This is an optimization exercise on Yosys and OpenROAD, whose aim is small area, a short achievable clock period and few clock cycles per item, not a production implementation. The RTL was checked by simulation tests, not by an equivalence proof against the original design. No activity file was given, so power comes from the tool's default toggle rates. No driver is modelled on the clock port, so clocking that relies on it looks cheaper here than on a real chip.

## flow/design.v (module list and top-level ports; edited modules follow where they fit)
// module sys_matmul_stream: 1039 lines
module sys_matmul_stream #(
  parameter int N      = 3,
  parameter int DW     = 8,
  parameter int ACC_W  = 2*DW + $clog2(N),
  parameter int SIGNED = 0
) (
  input  logic             CLK,
  input  logic             rst_n,
  input  logic             vld_in,
  output logic             rdy_in,
  input  logic [DW-1:0]    a,
  input  logic [DW-1:0]    b,
  input  logic             keep,
  output logic             vld_out,
  input  logic             rdy_out,
  output logic [ACC_W-1:0] c,
  output logic             last_out,
  output logic             busy,
  output logic [1:0]       dbg_state
);
  // ...
==> flow/flow/run.sh <==
#!/bin/bash
# Layout: the standard ORFS flow (standard.sh) with these changes:
#  * synthesis is the standard flow's script (synth_recipe.tcl: ORFS synthesis without fsm and share,
#    then flatten and rename) with one more option on Yosys's synth calls, -noabc, which
#    skips the generic "abc -fast" pass before ORFS extracts full adders; that pass turns
#    the adder tree's xor/majority logic into inverted forms, so the extracted adders
#    come out with an inverter on most of their outputs. Registers are unchanged.
#  * plain buffers (rather than delay cells) on the ports;
#  * clock tree synthesis without dummy loads.
# The flow's full output is in standard_run.log here; ORFS's per-step logs are under
# orfs/logs/.
set -euo pipefail
sed 's/yosys synth -nofsm -noshare /yosys synth -nofsm -noshare -noabc /' synth_recipe.tcl > synth_noabc.tcl
grep -q -- '-noabc' synth_noabc.tcl
sed 's|SYNTH_SCRIPT=[^ ]*synth_recipe.tcl|SYNTH_SCRIPT='"$PWD"'/synth_noabc.tcl|' standard.sh > standard_noabc.sh
grep -q 'synth_noabc.tcl' standard_noabc.sh
cat >> config.mk <<'CFG'
export SETUP_SLACK_MARGIN = 5.3
export BUFFER_PORTS_ARGS = -buffer_cell sky130_fd_sc_hd__buf_2
export CTS_ARGS = -sink_clustering_enable -repair_clock_nets -sink_clustering_size 30 -sink_clustering_max_diameter 100 -dont_use_dummy_load
CFG
bash standard_noabc.sh > standard_run.log 2>&1
==> flow/standard.sh <==
#!/bin/bash
# synth_recipe.tcl (not shown) runs the flow's synth.tcl, then flattens the netlist and writes it again
# the make line also repeats each setting of config.mk as NAME=value (left out here)
make -C /OpenROAD-flow-scripts/flow DESIGN_CONFIG=/design/flow/config.mk WORK_HOME=/design/flow/orfs CLKGATE_MAP_FILE= SYNTH_SCRIPT=/design/flow/synth_recipe.tcl "${@:-finish}"
==> flow/config.mk <==
export PLATFORM = sky130hd
export DESIGN_NAME = sys_matmul_stream
export DESIGN_NICKNAME = sys_matmul_stream
export VERILOG_FILES = /design/flow/design.v
export SDC_FILE = /design/flow/constraint.sdc
export NUM_CORES = 4
export LEC_CHECK = 0
export ABC_CLOCK_PERIOD_IN_PS = 2800
export CAP_MARGIN = 20
export CORE_MARGIN = 2
export CORE_UTILIZATION = 55
export CTS_CLUSTER_DIAMETER = 100
export CTS_CLUSTER_SIZE = 30
export SLEW_MARGIN = 20
export SETUP_SLACK_MARGIN = 5.3
export BUFFER_PORTS_ARGS = -buffer_cell sky130_fd_sc_hd__buf_2
export CTS_ARGS = -sink_clustering_enable -repair_clock_nets -sink_clustering_size 30 -sink_clustering_max_diameter 100 -dont_use_dummy_load
==> flow/constraint.sdc <==
create_clock -name core_clock -period 8.0 [get_ports {CLK}]
set_input_delay 1.6000 -clock core_clock [delete_from_list [all_inputs] [get_ports {CLK}]]
set_output_delay 1.6000 -clock core_clock [all_outputs]
set_load 0.01 [all_outputs]
==> results_tabular.tex, run 1 <==
\begin{tabular}{lr}
\hline
Metric & Value \\
\hline
\multicolumn{2}{l}{\textbf{Synth}} \\
\quad Post-synthesis xor/xnor area fraction & less than 1\% \\
\quad Average cell area after synthesis & around 13 sq um \\
\quad Part of the Yosys area used for sequential elements & between 50 and 60\% \\
\quad Synth area leaders & sky130\_fd\_sc\_hd\_\_dfxtp\_1 54\%, sky130\_fd\_sc\_hd\_\_fa\_1 18\%, sky130\_fd\_sc\_hd\_\_and2\_1 7.6\% \\
\quad Synthesized-area fraction occupied by adder cells & about 19\% \\
\multicolumn{2}{l}{\textbf{Power and ir drop}} \\
\quad Comb. pwr & 133 uW \\
\quad Maximum vdd drop & 0.244 mV \\
\quad Sw Ratio & 20.4\% \\
\multicolumn{2}{l}{\textbf{Layout}} \\
\quad Sequential standard cell area & 11,500 sq um \\
\quad Leading cell kind & registers \\
\multicolumn{2}{l}{\textbf{CTS}} \\
\quad Number of buffers on the longest clock path & 3 \\
\quad CTS tree & done \\
\quad Count of buffers added by post-CTS timing repair for setup & 7 \\
\quad Max H-tree Level & 1 \\
\quad CTS clk-pin slew, worst paths & around 0.11 ns \\
\multicolumn{2}{l}{\textbf{Hold path}} \\
\quad Min-Delay Startpoint & L[3][2] \\
\multicolumn{2}{l}{\textbf{Floorplan}} \\
\quad Overall die height & 194 um \\
\quad Full die area & about 38,000 sq um \\
\quad Die span in x & 194 um \\
\multicolumn{2}{l}{\textbf{Placed design}} \\
\quad Placed Cells incl. Taps & around 1,900 \\
\quad Global placement routability congestion & between 0.8 and 0.9 \\
\multicolumn{2}{l}{\textbf{Outcome}} \\
\quad Result of the run & complete, no violations \\
\multicolumn{2}{l}{\textbf{Timing}} \\
\quad Final Hold Viols & 0 \\
\quad RSZ-0062 raised after global routing & true \\
\multicolumn{2}{l}{\textbf{GRT}} \\
\quad Global Route met2 Usage & a little under a third \\
\multicolumn{2}{l}{\textbf{Setup path}} \\
\quad Critical Path AT & 1.05 ns \\
\quad Cell family with most CP delay & flip-flops \\
\hline
\end{tabular}
Testbench counts, summed over its fixed seeds: cycles 14,488, items 1,600.
==> inputs of run 2 (changes only) <==
--- a/flow/flow/run.sh
+++ b/flow/flow/run.sh
@@ -17,6 +17,6 @@
 cat >> config.mk <<'CFG'
 export SETUP_SLACK_MARGIN = 5.3
 export BUFFER_PORTS_ARGS = -buffer_cell sky130_fd_sc_hd__buf_2
-export CTS_ARGS = -sink_clustering_enable -repair_clock_nets -sink_clustering_size 30 -sink_clustering_max_diameter 100 -dont_use_dummy_load
+export CTS_ARGS = -sink_clustering_enable -repair_clock_nets -sink_clustering_size 30 -sink_clustering_max_diameter 100 -dont_use_dummy_load -balance_levels
 CFG
 bash standard_noabc.sh > standard_run.log 2>&1
--- a/flow/config.mk
+++ b/flow/config.mk
@@ -14,4 +14,4 @@
 export SLEW_MARGIN = 20
 export SETUP_SLACK_MARGIN = 5.3
 export BUFFER_PORTS_ARGS = -buffer_cell sky130_fd_sc_hd__buf_2
-export CTS_ARGS = -sink_clustering_enable -repair_clock_nets -sink_clustering_size 30 -sink_clustering_max_diameter 100 -dont_use_dummy_load
+export CTS_ARGS = -sink_clustering_enable -repair_clock_nets -sink_clustering_size 30 -sink_clustering_max_diameter 100 -dont_use_dummy_load -balance_levels
==> run 2 against run 1 <==
  * Maximum frequency is the same
  * Sequential power is essentially flat
  * Clock skew is the same
  * Count of clock-buffer cells in the layout is the same
  * Routed wire length is the same
  * Cell count is the same
  * Utilization is the same
  * Critical path type unchanged
  * Largest cell class unchanged
==> results_tabular.tex, run 2 <==
\begin{tabular}{lr}
\hline
Metric & Value \\
\hline
\multicolumn{2}{l}{\textbf{CTS}} \\
\quad Root Buffer & sky130\_fd\_sc\_hd\_\_clkbuf\_16 (unchanged) \\
\quad Number of buffers on the longest clock path & 3 (unchanged) \\
\quad Clock latency on the worst-skew pair & 0.57 ns (about the same) \\
\quad CTS tree & done (unchanged) \\
\quad Hold-fix buffers at CTS & 0 (unchanged) \\
\quad CTS clk-pin slew, worst paths & 0.11 ns (about the same) \\
\quad Max H-tree Level & 1 (unchanged) \\
\quad Number of CTS-inserted buffers & 22 (unchanged) \\
\quad Clock sink count & 560 (unchanged) \\
\multicolumn{2}{l}{\textbf{Floorplan}} \\
\quad Overall die height & 194 um (unchanged) \\
\quad Row Count & 69 (unchanged) \\
\quad Count of boundary I/O pins & 45 (unchanged) \\
\quad Die span in x & 194 um (unchanged) \\
\quad Initial Util & 55.9\% (unchanged) \\
\quad Full die area & 37,700 sq um (unchanged) \\
\quad Placeable Area & 35,600 sq um (unchanged) \\
\multicolumn{2}{l}{\textbf{Synth}} \\
\quad Most frequent cell after synthesis & sky130\_fd\_sc\_hd\_\_dfxtp\_1 (unchanged) \\
\quad Unique masters post-synth & 62 (unchanged) \\
\quad Area of the mapped netlist & 19,900 sq um (unchanged) \\
\quad Nets in the synthesized netlist & 1,699 (unchanged) \\
\quad Most frequent cells after synthesis & 536 x sky130\_fd\_sc\_hd\_\_dfxtp\_1, 243 x sky130\_fd\_sc\_hd\_\_and2\_1, 176 x sky130\_fd\_sc\_hd\_\_fa\_1, 82 x sky130\_fd\_sc\_hd\_\_nand2\_1, 43 x sky130\_fd\_sc\_hd\_\_a21oi\_1 (unchanged) \\
\quad Number of warning messages in the yosys log & 9 (unchanged) \\
\quad Syn Inst Count & 1,478 (unchanged) \\
\quad Synth area leaders & sky130\_fd\_sc\_hd\_\_dfxtp\_1 54\%, sky130\_fd\_sc\_hd\_\_fa\_1 18\%, sky130\_fd\_sc\_hd\_\_and2\_1 7.6\% (unchanged) \\
\quad Part of the Yosys area used for sequential elements & 57.6\% (unchanged) \\
\quad Synthesized flop and latch total & 560 (unchanged) \\
\quad Number of enable flip-flop cells after synthesis & 24 (unchanged) \\
\quad Share of async-settable or async-resettable flops after synthesis & 0\% (unchanged) \\
\quad Top cell type's share of synthesized area & 54.0\% (unchanged) \\
\quad Most common flop cell mapped by yosys & sky130\_fd\_sc\_hd\_\_dfxtp\_1 (unchanged) \\
\quad Cell taking the most area after synthesis & sky130\_fd\_sc\_hd\_\_dfxtp\_1 (unchanged) \\
\quad Average cell area after synthesis & 13.4 sq um (unchanged) \\
\multicolumn{2}{l}{\textbf{Detailed routing}} \\
\quad Post-DR wirelength/cell & 19.2 um (unchanged) \\
\quad Wire length reported by the detailed router & 38,100 um (unchanged) \\
\quad Router iterations before antenna repair & 5 (unchanged) \\
\quad Post-detailed-route via-to-cell ratio & 5.21 (unchanged) \\
\quad Total vias in the final route & 10,400 (unchanged) \\
\quad DRC violation count after routing & 0 (unchanged) \\
\quad Antenna-violating nets left & 0 (unchanged) \\
\quad Count of routing violations after the opening detailed-route iteration & 452 (unchanged) \\
\multicolumn{2}{l}{\textbf{Timing}} \\
\quad Final Hold Viols & 0 (unchanged) \\
\quad Final critical-path required period & 2.65 ns (unchanged) \\
\quad Final worst-path setup slack & 5.35 ns (unchanged) \\
\quad Fraction of the cycle the final worst path needs & 33.1\% (unchanged) \\
\quad Slew @ Worst Pin & 0.840 ns (unchanged) \\
\quad Worst clock skew on the final layout & 0.0354 ns (unchanged) \\
\quad RSZ-0062 raised after global routing & true (unchanged) \\
\quad Accumulated negative setup slack & 0 ns (unchanged) \\
\quad Final setup vio count & 0 (unchanged) \\
\quad Number of slew-limit violations in the final report & 0 (unchanged) \\
\quad Relative slew margins & 43.6\% (unchanged) \\
\quad Max Clk Rate & 377 MHz (unchanged) \\
\multicolumn{2}{l}{\textbf{Placed design}} \\
\quad Placed Cells incl. Taps & 1,948 (unchanged) \\
\quad Dpl ws & 3.79 ns (unchanged) \\
\quad HPWL after DPL & 28,200 um (unchanged) \\
\quad Number of input and output port buffers inserted & 44 (unchanged) \\
\quad Area after DPL & 20,500 sq um (unchanged) \\
\quad Global placement routability congestion & 0.881 (unchanged) \\
\multicolumn{2}{l}{\textbf{Power and ir drop}} \\
\quad Overall power consumption & 4420 uW (unchanged) \\
\quad P per Cell Area & 207 nW/um\^{}2 (unchanged) \\
\quad LEAKAGE & 0.00943 uW (unchanged) \\
\quad Maximum vdd drop & 0.244 mV (unchanged) \\
\multicolumn{2}{l}{\textbf{Setup path}} \\
\quad Slowest cell on the critical path & sky130\_fd\_sc\_hd\_\_dfxtp\_1 (unchanged) \\
\quad Cell family with most CP delay & flip-flops (unchanged) \\
\quad Critical-path cell list & buf\_2 (unchanged) \\
\quad Worst-path fanout max & 1 (unchanged) \\
\quad Buffers and inverters on the worst path & 1 (unchanged) \\
\quad Critical Path AT & 1.05 ns (about the same) \\
\quad Required time at the endpoint of the critical path & 6.40 ns (about the same) \\
\quad Setup slack on the worst flop-to-flop path & 5.39 ns (about the same) \\
\quad Kind of capture point of the worst setup path & output pin (unchanged) \\
\quad Worst setup path class & register to output pin (unchanged) \\
\quad Kind of start point of the critical path & register (unchanged) \\
\quad Delay contributed by the slowest stage of the critical path & 0.36 ns (about the same) \\
\multicolumn{2}{l}{\textbf{Layout}} \\
\quad Post-layout instance count excluding filler cells & 1,988 (unchanged) \\
\quad Sequential standard cell area & 11,500 sq um (unchanged) \\
\quad Combined area of the multi-input logic cells & 8300 sq um (unchanged) \\
\quad Number of flip-flops in the largest register & 126 (unchanged) \\
\quad \# diodes & 0 (unchanged) \\
\quad Fill cells & 2,888 (unchanged) \\
\quad Post-synthesis to final-layout area growth & 7.36\% (unchanged) \\
\quad Largest registers & L: 126 flops, R: 72 flops (unchanged) \\
\quad Leading cell type in the layout, fill and taps excluded & sky130\_fd\_sc\_hd\_\_dfxtp\_1 (unchanged) \\
\quad Leading cell types in the layout, fill and taps excluded & 530 x sky130\_fd\_sc\_hd\_\_dfxtp\_1, 243 x sky130\_fd\_sc\_hd\_\_and2\_1, 176 x sky130\_fd\_sc\_hd\_\_fa\_1, 82 x sky130\_fd\_sc\_hd\_\_nand2\_1, 44 x sky130\_fd\_sc\_hd\_\_buf\_2 (unchanged) \\
\quad Layout net count & 1,750 (unchanged) \\
\quad Reg with most FFs & L (unchanged) \\
\quad Post-Layout Inst Area & 21,300 sq um (unchanged) \\
\quad Ratio of cells with drive above 1 in the final layout & 10.6\% (unchanged) \\
\multicolumn{2}{l}{\textbf{GRT}} \\
\quad Maximum number of pins on one net before global-route repair & 59 (unchanged) \\
\quad Overall track demand over capacity in global routing & 20.6\% (unchanged) \\
\quad Wire length of the first global-routing pass & 60,900 um (unchanged) \\
\quad Initial antenna violation count & 0 (unchanged) \\
\quad Total grt overflow & 0 (unchanged) \\
\quad Vias in the first global route & 10,900 (unchanged) \\
\multicolumn{2}{l}{\textbf{Hold path}} \\
\quad Class of the tightest hold or removal check & register to register (unchanged) \\
\multicolumn{2}{l}{\textbf{Outcome}} \\
\quad Result of the run & complete, no violations (unchanged) \\
\multicolumn{2}{l}{\textbf{Run}} \\
\quad Number of max-capacitance violations reported & 0 (unchanged) \\
\hline
\end{tabular}
[run 2: cell counts in the layout (fill, tap and decap cells not counted)]
Identical to the previous run, type by type.
[run 2: what timing repair did]
| item | CTS | global route |
|---|---|---|
| endpoints found under the setup margin | 40 | 37 |
| buffers inserted | 7 | 8 |
| gates resized for setup | 10 | 12 |
| endpoints found under the hold margin | 0 | 0 |
| cloned | 3 | 0 |
| pin swaps | 5 | 4 |
[run 2: layer usage]
metal	wire length (um)	vias to the layer above	global-route usage (%)
li1	-	4941	-
met1	19200	5178	31.0
met2	16500	188	31.1
met3	1450	52	3.36
met4	940	0	5.47
met5	0	-	0
[run 2: per-stage QoR]
step                      hold WS [ns]  utilization, %
after CTS                        0.321            59.7
after floorplan                  0.310               -
after global routing             0.324            60.0
final                            0.318            60.0
after global placement           0.310            57.8
after detailed placement         0.312            57.8
[run 2: path summary, 6_finish.rpt]
check	from	to	cells past startpoint
worst max-delay path	c_r[14]	c[14]	1
worst min register to register	L[3][2]	L[4][2]	0
worst max register to register	ph[1]	c_r[10]	10
worst min-delay path	L[3][2]	L[4][2]	0
[run 2: logic make-up after synthesis]
| logic type | Yosys count | synth area share, % |
|---|---|---|
| simple gates | 426 | 11.9 |
| compound gates | 151 | 5.36 |
| flops | 560 | 57.6 |
| xor+xnor | 16 | 0.705 |
| buf+inv | 49 | 1.07 |
| mux | 76 | 4.09 |
| fa+ha+maj | 200 | 19.2 |
[run 2: where the power goes]
part	leakage, uW	internal, uW	switching, uW	total, uW
Sequential	0.00459	2960	56.6	3010
Clock	0.000271	498	773	1270
Combinational	0.00457	62.7	70.2	133
Total	0.00943	3520	900	4420
[run 2: final cells by class]
type                       count  area share (%)
sequential                   560            53.7
timing repair inverter         1          0.0352
inverter                      11           0.211
multi-input combinational    871            38.9
tap                          461            2.70
clock buffer                  22            2.58
timing repair buffer          62            1.88
==> inputs of run 3 (changes only) <==
--- a/flow/flow/run.sh
+++ b/flow/flow/run.sh
@@ -17,6 +17,6 @@
 cat >> config.mk <<'CFG'
 export SETUP_SLACK_MARGIN = 5.3
 export BUFFER_PORTS_ARGS = -buffer_cell sky130_fd_sc_hd__buf_2
-export CTS_ARGS = -sink_clustering_enable -repair_clock_nets -sink_clustering_size 30 -sink_clustering_max_diameter 100 -dont_use_dummy_load -balance_levels
+export CTS_ARGS = -sink_clustering_enable -repair_clock_nets -sink_clustering_size 30 -sink_clustering_max_diameter 100 -dont_use_dummy_load -sink_clustering_levels 1
 CFG
 bash standard_noabc.sh > standard_run.log 2>&1
--- a/flow/config.mk
+++ b/flow/config.mk
@@ -14,4 +14,4 @@
 export SLEW_MARGIN = 20
 export SETUP_SLACK_MARGIN = 5.3
 export BUFFER_PORTS_ARGS = -buffer_cell sky130_fd_sc_hd__buf_2
-export CTS_ARGS = -sink_clustering_enable -repair_clock_nets -sink_clustering_size 30 -sink_clustering_max_diameter 100 -dont_use_dummy_load -balance_levels
+export CTS_ARGS = -sink_clustering_enable -repair_clock_nets -sink_clustering_size 30 -sink_clustering_max_diameter 100 -dont_use_dummy_load -sink_clustering_levels 1
==> run 3 against run 2 <==
  * Still clean
  * Cell count unchanged
  * Clock power about the same
  * Design area unchanged
  * Non-clock buffer count unchanged
  * Count of clock-buffer cells in the layout unchanged
  * Global-route usage unchanged
  * Critical path depth unchanged
==> results_tabular.tex, run 3 <==
\begin{tabular}{lr}
\hline
Metric & Value \\
\hline
\multicolumn{2}{l}{\textbf{Setup path}} \\
\quad Cell family with most CP delay & flip-flops (unchanged) \\
\quad Worst r2r dst & c\_r[10] (unchanged) \\
\quad Kind of capture point of the worst setup path & output pin (unchanged) \\
\quad Worst setup path class & register to output pin (unchanged) \\
\quad Kind of start point of the critical path & register (unchanged) \\
\quad Required time at the endpoint of the critical path & 6.40 ns (about the same) \\
\quad Slowest cell on the critical path & sky130\_fd\_sc\_hd\_\_dfxtp\_1 (unchanged) \\
\quad Buffers and inverters on the worst path & 1 (unchanged) \\
\quad Delay contributed by the slowest stage of the critical path & 0.36 ns (about the same) \\
\quad Worst-path fanout max & 1 (unchanged) \\
\quad Reg2Reg Launch Point & ph[1] (unchanged) \\
\quad Critical Path AT & 1.05 ns (about the same) \\
\quad Critical-path cell list & buf\_2 (unchanged) \\
\quad Worst path depth & 1 (unchanged) \\
\quad Worst reg2reg path depth & 10 (unchanged) \\
\quad Setup slack on the worst flop-to-flop path & 5.39 ns (about the same) \\
\multicolumn{2}{l}{\textbf{Power and ir drop}} \\
\quad Internal & 3520 uW (unchanged) \\
\quad Switching power & 900 uW (unchanged) \\
\quad Sw Ratio & 20.4\% (unchanged) \\
\quad Clock group share of total power & 28.8\% (about the same) \\
\quad Overall power consumption & 4420 uW (unchanged) \\
\quad Proportion of power drawn by combinational gates & 3.0\% (about the same) \\
\quad P per Cell Area & 207 nW/um\^{}2 (unchanged) \\
\quad Maximum vdd drop & 0.244 mV (unchanged) \\
\quad LEAKAGE & 0.00943 uW (unchanged) \\
\quad Seq pwr share & 68.2\% (about the same) \\
\multicolumn{2}{l}{\textbf{CTS}} \\
\quad Number of CTS-inserted buffers & 22 (unchanged) \\
\quad CTS tree & done (unchanged) \\
\quad Clock latency on the worst-skew pair & 0.57 ns (about the same) \\
\quad Number of buffers on the longest clock path & 3 (unchanged) \\
\quad Hold-fix buffers at CTS & 0 (unchanged) \\
\quad Max H-tree Level & 1 (unchanged) \\
\quad Root Buffer & sky130\_fd\_sc\_hd\_\_clkbuf\_16 (unchanged) \\
\quad CTS clk-pin slew, worst paths & 0.11 ns (about the same) \\
\quad Clock sink count & 560 (unchanged) \\
\multicolumn{2}{l}{\textbf{Placed design}} \\
\quad Global placement routability congestion & 0.881 (unchanged) \\
\quad Number of input and output port buffers inserted & 44 (unchanged) \\
\quad Placed Cells incl. Taps & 1,948 (unchanged) \\
\quad HPWL after DPL & 28,200 um (unchanged) \\
\multicolumn{2}{l}{\textbf{Floorplan}} \\
\quad Overall die height & 194 um (unchanged) \\
\quad Count of boundary I/O pins & 45 (unchanged) \\
\quad Full die area & 37,700 sq um (unchanged) \\
\quad Row Count & 69 (unchanged) \\
\quad Placeable Area & 35,600 sq um (unchanged) \\
\quad Die span in x & 194 um (unchanged) \\
\quad Initial Util & 55.9\% (unchanged) \\
\multicolumn{2}{l}{\textbf{Timing}} \\
\quad Final Hold Viols & 0 (unchanged) \\
\quad Max Clk Rate & 377 MHz (unchanged) \\
\quad Fraction of the cycle the final worst path needs & 33.1\% (unchanged) \\
\quad Worst clock skew on the final layout & 0.0354 ns (unchanged) \\
\quad Accumulated negative setup slack & 0 ns (unchanged) \\
\quad RSZ-0062 raised after global routing & true (unchanged) \\
\quad Slew @ Worst Pin & 0.840 ns (unchanged) \\
\quad Final setup vio count & 0 (unchanged) \\
\quad Number of slew-limit violations in the final report & 0 (unchanged) \\
\quad Relative slew margins & 43.6\% (unchanged) \\
\quad Final critical-path required period & 2.65 ns (unchanged) \\
\multicolumn{2}{l}{\textbf{GRT}} \\
\quad Wire length of the first global-routing pass & 60,900 um (unchanged) \\
\quad Total grt overflow & 0 (unchanged) \\
\quad Vias in the first global route & 10,900 (unchanged) \\
\quad Maximum number of pins on one net before global-route repair & 59 (unchanged) \\
\quad Overall track demand over capacity in global routing & 20.6\% (unchanged) \\
\quad Initial antenna violation count & 0 (unchanged) \\
\multicolumn{2}{l}{\textbf{Layout}} \\
\quad Reg with most FFs & L (unchanged) \\
\quad Leading cell types in the layout, fill and taps excluded & 530 x sky130\_fd\_sc\_hd\_\_dfxtp\_1, 243 x sky130\_fd\_sc\_hd\_\_and2\_1, 176 x sky130\_fd\_sc\_hd\_\_fa\_1, 82 x sky130\_fd\_sc\_hd\_\_nand2\_1, 44 x sky130\_fd\_sc\_hd\_\_buf\_2 (unchanged) \\
\quad Post-synthesis to final-layout area growth & 7.36\% (unchanged) \\
\quad Largest registers & L: 126 flops, R: 72 flops (unchanged) \\
\quad Leading cell type in the layout, fill and taps excluded & sky130\_fd\_sc\_hd\_\_dfxtp\_1 (unchanged) \\
\quad \# diodes & 0 (unchanged) \\
\quad Util after Layout & 60.0\% (unchanged) \\
\quad Number of flip-flops in the largest register & 126 (unchanged) \\
\quad Post-layout instance count excluding filler cells & 1,988 (unchanged) \\
\quad Layout net count & 1,750 (unchanged) \\
\quad Ratio of cells with drive above 1 in the final layout & 10.6\% (unchanged) \\
\multicolumn{2}{l}{\textbf{Synth}} \\
\quad Synth area leaders & sky130\_fd\_sc\_hd\_\_dfxtp\_1 54\%, sky130\_fd\_sc\_hd\_\_fa\_1 18\%, sky130\_fd\_sc\_hd\_\_and2\_1 7.6\% (unchanged) \\
\quad Most frequent cell after synthesis & sky130\_fd\_sc\_hd\_\_dfxtp\_1 (unchanged) \\
\quad Part of the Yosys area used for sequential elements & 57.6\% (unchanged) \\
\quad Synthesized flop and latch total & 560 (unchanged) \\
\quad Average cell area after synthesis & 13.4 sq um (unchanged) \\
\quad Number of enable flip-flop cells after synthesis & 24 (unchanged) \\
\quad Cell taking the most area after synthesis & sky130\_fd\_sc\_hd\_\_dfxtp\_1 (unchanged) \\
\quad Most common flop cell mapped by yosys & sky130\_fd\_sc\_hd\_\_dfxtp\_1 (unchanged) \\
\quad Nets in the synthesized netlist & 1,699 (unchanged) \\
\quad Share of async-settable or async-resettable flops after synthesis & 0\% (unchanged) \\
\quad Area of the mapped netlist & 19,900 sq um (unchanged) \\
\quad Syn Inst Count & 1,478 (unchanged) \\
\quad Number of warning messages in the yosys log & 9 (unchanged) \\
\quad Most frequent cells after synthesis & 536 x sky130\_fd\_sc\_hd\_\_dfxtp\_1, 243 x sky130\_fd\_sc\_hd\_\_and2\_1, 176 x sky130\_fd\_sc\_hd\_\_fa\_1, 82 x sky130\_fd\_sc\_hd\_\_nand2\_1, 43 x sky130\_fd\_sc\_hd\_\_a21oi\_1 (unchanged) \\
\quad Unique masters post-synth & 62 (unchanged) \\
\quad Top cell type's share of synthesized area & 54.0\% (unchanged) \\
\multicolumn{2}{l}{\textbf{Detailed routing}} \\
\quad Antenna-violating nets left & 0 (unchanged) \\
\quad Wire length reported by the detailed router & 38,100 um (unchanged) \\
\quad Post-detailed-route via-to-cell ratio & 5.21 (unchanged) \\
\quad DRC violation count after routing & 0 (unchanged) \\
\quad Post-DR wirelength/cell & 19.2 um (unchanged) \\
\quad Total vias in the final route & 10,400 (unchanged) \\
\quad Count of routing violations after the opening detailed-route iteration & 452 (unchanged) \\
\quad Router iterations before antenna repair & 5 (unchanged) \\
\multicolumn{2}{l}{\textbf{Outcome}} \\
\quad Result of the run & complete, no violations (unchanged) \\
\multicolumn{2}{l}{\textbf{Hold path}} \\
\quad Number of cells on the worst hold path & 0 (unchanged) \\
\quad Worst Hold Endpoint & L[4][2] (unchanged) \\
\quad Min-Delay Startpoint & L[3][2] (unchanged) \\
\quad Class of the tightest hold or removal check & register to register (unchanged) \\
\multicolumn{2}{l}{\textbf{Run}} \\
\quad Number of max-capacitance violations reported & 0 (unchanged) \\
\hline
\end{tabular}
[run 3: cell counts after synthesis]
Identical to the previous run, type by type.
[run 3: cell families (layout without fill, tap and decap cells)]
logic type | count (synthesis) | in the layout | synth area share, %
AO/OA/AOI/OAI | 151 | 153 | 5.36
adder cells (fa/ha/maj) | 200 | 200 | 19.2
AND/OR/NAND/NOR | 426 | 426 | 11.9
XOR/XNOR | 16 | 16 | 0.705
flip-flops | 560 | 560 | 57.6
buffers and inverters | 49 | 96 | 1.07
multiplexers | 76 | 76 | 4.09
[run 3: timing repair]
item / 4_1_cts / 5_1_grt
gates resized for setup: 10 / 12
gates cloned: 3 / 0
pin swaps: 5 / 4
setup buffers: 7 / 8
endpoints found under the setup margin: 40 / 37
[run 3: final cells by class]
class / count / area, sq um
Timing Repair inverter: 1 / 7.51
Inverter: 11 / 45.0
Timing Repair Buffer: 62 / 400
Sequential cell: 560 / 11500
Tap cell: 461 / 577
Multi-Input combinational cell: 871 / 8300
Fill cell: 2888 / 14200
Clock buffer: 22 / 551
[run 3: power by group through the flow]
stage | Clock, uW | Combinational (uW) | Sequential, uW
global route | 1410 | 147 | 3030
floorplan | 0 | 92.5 | 3050
detailed placement | 0 | 127 | 3080
finish | 1270 | 133 | 3010
CTS | 1310 | 130 | 3010
global placement | 0 | 128 | 3070
[run 3: metal layers]
| metal | track usage (%) | vias to the layer above | wire length [um] |
|---|---|---|---|
| met5 | 0 | - | 0 |
| met4 | 5.47 | 0 | 940 |
| met3 | 3.36 | 52 | 1450 |
| met2 | 31.1 | 188 | 16500 |
| met1 | 31.0 | 5178 | 19200 |
| li1 | - | 4941 | - |
[run 3: stage by stage]
stage	hold slack, ns	area [sq um]	setup slack, ns
CTS	0.321	21200	5.29
global placement	0.310	20500	3.84
detailed placement	0.312	20500	3.79
global route	0.324	21300	5.27
floorplan	0.310	19900	5.00
finish	0.318	21300	5.35
[run 3: worst max path at each step]
stage	start	to
after floorplan	vld_in	c_r[16]
after global placement	vld_in	c_r[16]
after detailed placement	vld_in	c_r[15]
after CTS	vld_in	c_r[15]
after global routing	ph[1]	r_dbg0
final	c_r[14]	c[14]

-- port drivers added, routing unchanged --
How much do the figures lean on ideal ports? The routed layouts below were timed once more, with nothing changed but the port constraints. Step 1 assumes that a clkbuf_16 drives the clock port and a buf_2 every other input. Step 2 times the ports against the registers' clock, not the clock port: input delays grow and output delays shrink by t, the midpoint of the rising clock arrivals with the driver on. Slacks: ideal / step 1 / step 2; pairs: ideal / step 1.
| run | shift t [ns] | setup slack, ns | worst hold slack (ns) | worst register clock-pin slew, ns |
|---|---|---|---|---|
| run 1 | 0.605 | 5.351 / 5.294 / 4.867 | 0.318 / 0.318 / 0.318 | 0.12 / 0.12 |
| run 2 | 0.605 | 5.351 / 5.294 / 4.867 | 0.318 / 0.318 / 0.318 | 0.12 / 0.12 |
| run 3 | 0.605 | 5.351 / 5.294 / 4.867 | 0.318 / 0.318 / 0.318 | 0.12 / 0.12 |
After both steps setup and hold are still met in every run listed.
